Source: an optimization exercise on an open RTL-to-GDS flow (aim: small area). Production flows keep margins and buffers that such runs may drop. At most, simulation tests tie the RTL to the original design; equivalence was not proved. Power figures rest on the tool's default switching activity, not on a simulated workload. The clock port is modelled as an ideal driver; clocking choices that lean on that would not hold on a real chip.

==> module hash_table, before the edit <==
module hash_table (
    input  wire                       clk,
    input  wire                       rst_n_i,
    input  wire                       ready_i,
    input  wire [(1 + 2 + 8 + 16)-1:0]   req_i,
    input  wire [(4 * (8 * 3))-1:0]    h3_matrix_i,
    output wire [(1 + 2 + 16 + 4)-1:0]  resp_o
);
    localparam NT    = 4;
    localparam AW    = 3;
    localparam SLOTS = 2 ** 3;
    localparam NE    = NT * SLOTS;
    localparam KW    = 8;
    localparam DW    = 16;
    localparam IW    = ((4 > 1) ? $clog2(4) : 1);
    localparam PW    = IW + AW;
    wire            req_valid = req_i[((1 + 2 + 8 + 16) - 1)];
    wire [1:0]      req_op    = req_i[(8 + 16) +: 2];
    wire [KW-1:0]   req_key   = req_i[(16) +: KW];
    wire [DW-1:0]   req_data  = req_i[0 +: DW];
    reg  [NE-1:0]     valid_q;
    reg  [NE*KW-1:0]  key_q;
    reg  [NE*DW-1:0]  data_q;
    wire [NT*AW-1:0]  adr;
    reg  [NE-1:0]     sel;
    reg  [NT-1:0]     ent_valid;
    reg  [NT*KW-1:0]  ent_key;
    reg  [NT-1:0]     hit_t;
    reg  [NT-1:0]     free_t;
    genvar g;
    generate
        for (g = 0; g < NT; g = g + 1) begin : g_hash
            h3_hash hash_0 (
                .key_i    (req_key),
                .matrix_i (h3_matrix_i[g*(8 * 3) +: (8 * 3)]),
                .adr_o    (adr[g*AW +: AW])
            );
        end
    endgenerate
    integer t, s;
    always @(*) begin
        for (t = 0; t < NT; t = t + 1) begin
            ent_valid[t]          = 1'b0;
            ent_key[t*KW +: KW]   = {KW{1'b0}};
            for (s = 0; s < SLOTS; s = s + 1) begin
                sel[t*SLOTS + s] = (adr[t*AW +: AW] == s);
                if (sel[t*SLOTS + s]) begin
                    ent_valid[t]        = ent_valid[t] | valid_q[t*SLOTS + s];
                    ent_key[t*KW +: KW] = ent_key[t*KW +: KW] | key_q[(t*SLOTS + s)*KW +: KW];
                end
            end
            hit_t[t]  = ent_valid[t] && (ent_key[t*KW +: KW] == req_key);
            free_t[t] = !ent_valid[t];
        end
    end
    reg           hit;
    reg           any_free;
    reg [NT-1:0]  first_free;
    reg [IW-1:0]  hit_idx;
    reg [AW-1:0]  hit_adr;
    always @(*) begin
        hit        = |hit_t;
        any_free   = |free_t;
        first_free = {NT{1'b0}};
        hit_idx    = {IW{1'b0}};
        hit_adr    = {AW{1'b0}};
        for (t = NT - 1; t >= 0; t = t - 1) begin
            if (free_t[t]) first_free = {NT{1'b0}} | ({{(NT-1){1'b0}}, 1'b1} << t);
        end
        for (t = 0; t < NT; t = t + 1) begin
            if (hit_t[t]) begin
                hit_idx = hit_idx | t;
                hit_adr = hit_adr | adr[t*AW +: AW];
            end
        end
    end
    wire en     = ready_i;
    wire is_rd  = (req_op == 2'd1);
    wire is_wr  = (req_op == 2'd2);
    wire is_del = (req_op == 2'd3);
    wire do_wr  = en && req_valid && is_wr && !hit && any_free;
    wire do_del = en && req_valid && is_del && hit;
    integer e;
    always @(posedge clk) begin
        for (e = 0; e < NE; e = e + 1) begin
            if (do_wr && first_free[e / SLOTS] && sel[e]) begin
                key_q[e*KW +: KW]  <= req_key;
                data_q[e*DW +: DW] <= req_data;
            end
        end
    end
    always @(posedge clk or negedge rst_n_i) begin
        if (!rst_n_i) begin
            valid_q <= {NE{1'b0}};
        end else begin
            for (e = 0; e < NE; e = e + 1) begin
                if (do_wr && first_free[e / SLOTS] && sel[e]) begin
                    valid_q[e] <= 1'b1;
                end else if (do_del && hit_t[e / SLOTS] && sel[e]) begin
                    valid_q[e] <= 1'b0;
                end
            end
        end
    end
    wire          fail = is_wr ? (hit || !any_free) : (is_rd || is_del) ? !hit : 1'b0;
    reg           r1_valid, r2_valid;
    reg  [1:0]    r1_op, r2_op;
    reg           r1_fail, r2_fail;
    reg  [PW-1:0] r1_ptr, r2_ptr;
    always @(posedge clk or negedge rst_n_i) begin
        if (!rst_n_i) begin
            r1_valid <= 1'b0;
            r2_valid <= 1'b0;
        end else if (en) begin
            r1_valid <= req_valid;
            r2_valid <= r1_valid;
        end
    end
    always @(posedge clk) begin
        if (en) begin
            r1_op   <= req_op;
            r1_fail <= fail;
            r1_ptr  <= {hit_idx, hit_adr[AW-1:1], is_wr ? hit : hit_adr[0]};
            r2_op   <= r1_op;
            r2_fail <= r1_fail;
            r2_ptr  <= r1_ptr;
        end
    end
    wire          rd_hit = (r2_op == 2'd1) && !r2_fail;
    reg  [DW-1:0] rd_data;
    always @(*) begin
        rd_data = {DW{1'b0}};
        for (e = 0; e < NE; e = e + 1) begin
            if (rd_hit && r2_ptr == e) rd_data = rd_data | data_q[e*DW +: DW];
        end
    end
    wire [4-1:0] status;
    assign status[3]    = r2_fail && (r2_op == 2'd1);
    assign status[2] = r2_fail && (r2_op == 2'd2) && r2_ptr[0];
    assign status[1]      = r2_fail && (r2_op == 2'd2) && !r2_ptr[0];
    assign status[0]  = r2_fail && (r2_op == 2'd3);
    assign resp_o = {r2_valid, r2_op, rd_data, status};
endmodule
export LEC_CHECK = 0
export CAP_MARGIN = 20
export CORE_MARGIN = 2
export CORE_UTILIZATION = 40
export SLEW_MARGIN = 20
create_clock -name core_clock -period 6.0 [get_ports {clk}]
standard.sh (not shown) runs the stock make flow with config.mk's settings and CLKGATE_MAP_FILE= SYNTH_SCRIPT=/design/flow/synth_recipe.tcl, a recipe that flattens the netlist after the stock synthesis.
==> flow/flow/run.sh <==
#!/bin/bash
# The standard ORFS layout (standard.sh) with these layout choices changed:
#  - synthesis maps the logic with an area-oriented abc script (flow/synth.tcl, flow/abc_area.script);
#    everything else in it is synth_recipe.tcl, and the registers are the standard synthesis's
#  - port buffers are buf_1 cells (every port still gets its own buffer)
#  - CTS clusters up to 30 sinks (diameter 100 um) per leaf buffer and inserts no dummy loads
# The full make output goes to flow_make.log; ORFS keeps each step's log under orfs/logs/.
set -euo pipefail
cd "$(dirname "$0")/.."
export MY_ABC_SCRIPT=$PWD/flow/abc_area.script
bash standard.sh \
  "SYNTH_SCRIPT=$PWD/flow/synth.tcl" \
  "BUFFER_PORTS_ARGS=-buffer_cell sky130_fd_sc_hd__buf_1" \
  "CTS_ARGS=-sink_clustering_enable -repair_clock_nets -dont_use_dummy_load -sink_clustering_size 30 -sink_clustering_max_diameter 100" \
  finish > flow_make.log 2>&1
==> flow/flow/abc_area.script <==
&get -n
&st
&syn3
&dch
&nf -R 1000
&put
==> flow/flow/synth.tcl <==
proc synth {args} { yosys synth -nofsm -noshare {*}$args }
# synth_recipe.tcl with the abc call given an area-oriented mapping script (flow/abc_area.script).
# Registers are mapped (dfflibmap) before abc, so they are the same as in the standard synthesis.
proc abc {args} {
  set i [lsearch -exact $args -script]
  if { $i >= 0 && [info exists ::env(MY_ABC_SCRIPT)] } { lset args [expr {$i + 1}] $::env(MY_ABC_SCRIPT) }
  yosys abc {*}$args
}
source $::env(SCRIPTS_DIR)/synth.tcl
# left out here: clear keep_hierarchy, flatten, clean up, hide names made inside functions, write 1_2_yosys.v
The starting point finished with timing, DRC and antenna clean.
Change:
--- a/flow/design.v
+++ b/flow/design.v
@@ -99,11 +99,11 @@
     wire do_wr  = en && req_valid && is_wr && !hit && any_free;
     wire do_del = en && req_valid && is_del && hit;
     integer e;
     always @(posedge clk) begin
         for (e = 0; e < NE; e = e + 1) begin
-            if (do_wr && first_free[e / SLOTS] && sel[e]) begin
+            if (en && !valid_q[e]) begin
                 key_q[e*KW +: KW]  <= req_key;
                 data_q[e*DW +: DW] <= req_data;
             end
         end
     end
What happened: Combinational power climbs by 37%; routed wire length climbs by 0.60%; core utilization drops by 0.69 points; fmax climbs by 0.88%; setup slack improves by 0.049 ns; synthesized cell count climbs by 1.3%; global-route usage drops by 0.21 points; total power climbs by 13%; area after synthesis climbs by 0.68%; cell area drops by 1.2%; count of clock-buffer cells in the layout drops by 3; critical path depth drops by 1; clock skew drops by 0.062 ns.
The RTL of the first run of this note was laid out without a check of its function.

[what the ideal ports hide]
No port has a modelled driver above. Below, the same layouts with a new extraction and two added sets of constraints. Step 1 assumes that a clkbuf_16 drives the clock port and a buf_2 every other input. Step 2 adds t to the input delays and takes it off the output delays; t is the mean of the earliest and latest rising clock arrival at the registers after step 1. Input paths then give back, and output paths get back, about the clock's delay inside the block. a / b / c = ideal / step 1 / step 2; a / b = the first two.
| run | t (ns) | setup WS [ns] | worst setup path at the end |
|---|---|---|---|
| the first run | 0.623 | 0.402 / 0.443 / -0.180 | input to register |
| the second run | 0.676 | 0.451 / 0.485 / -0.191 | input to register |
With both steps, setup timing fails in the first run and the second run, where it was met with ideal ports. The setup slack of the second run, which loses most, moves by +0.034 ns with the drivers and by -0.642 ns with both steps.
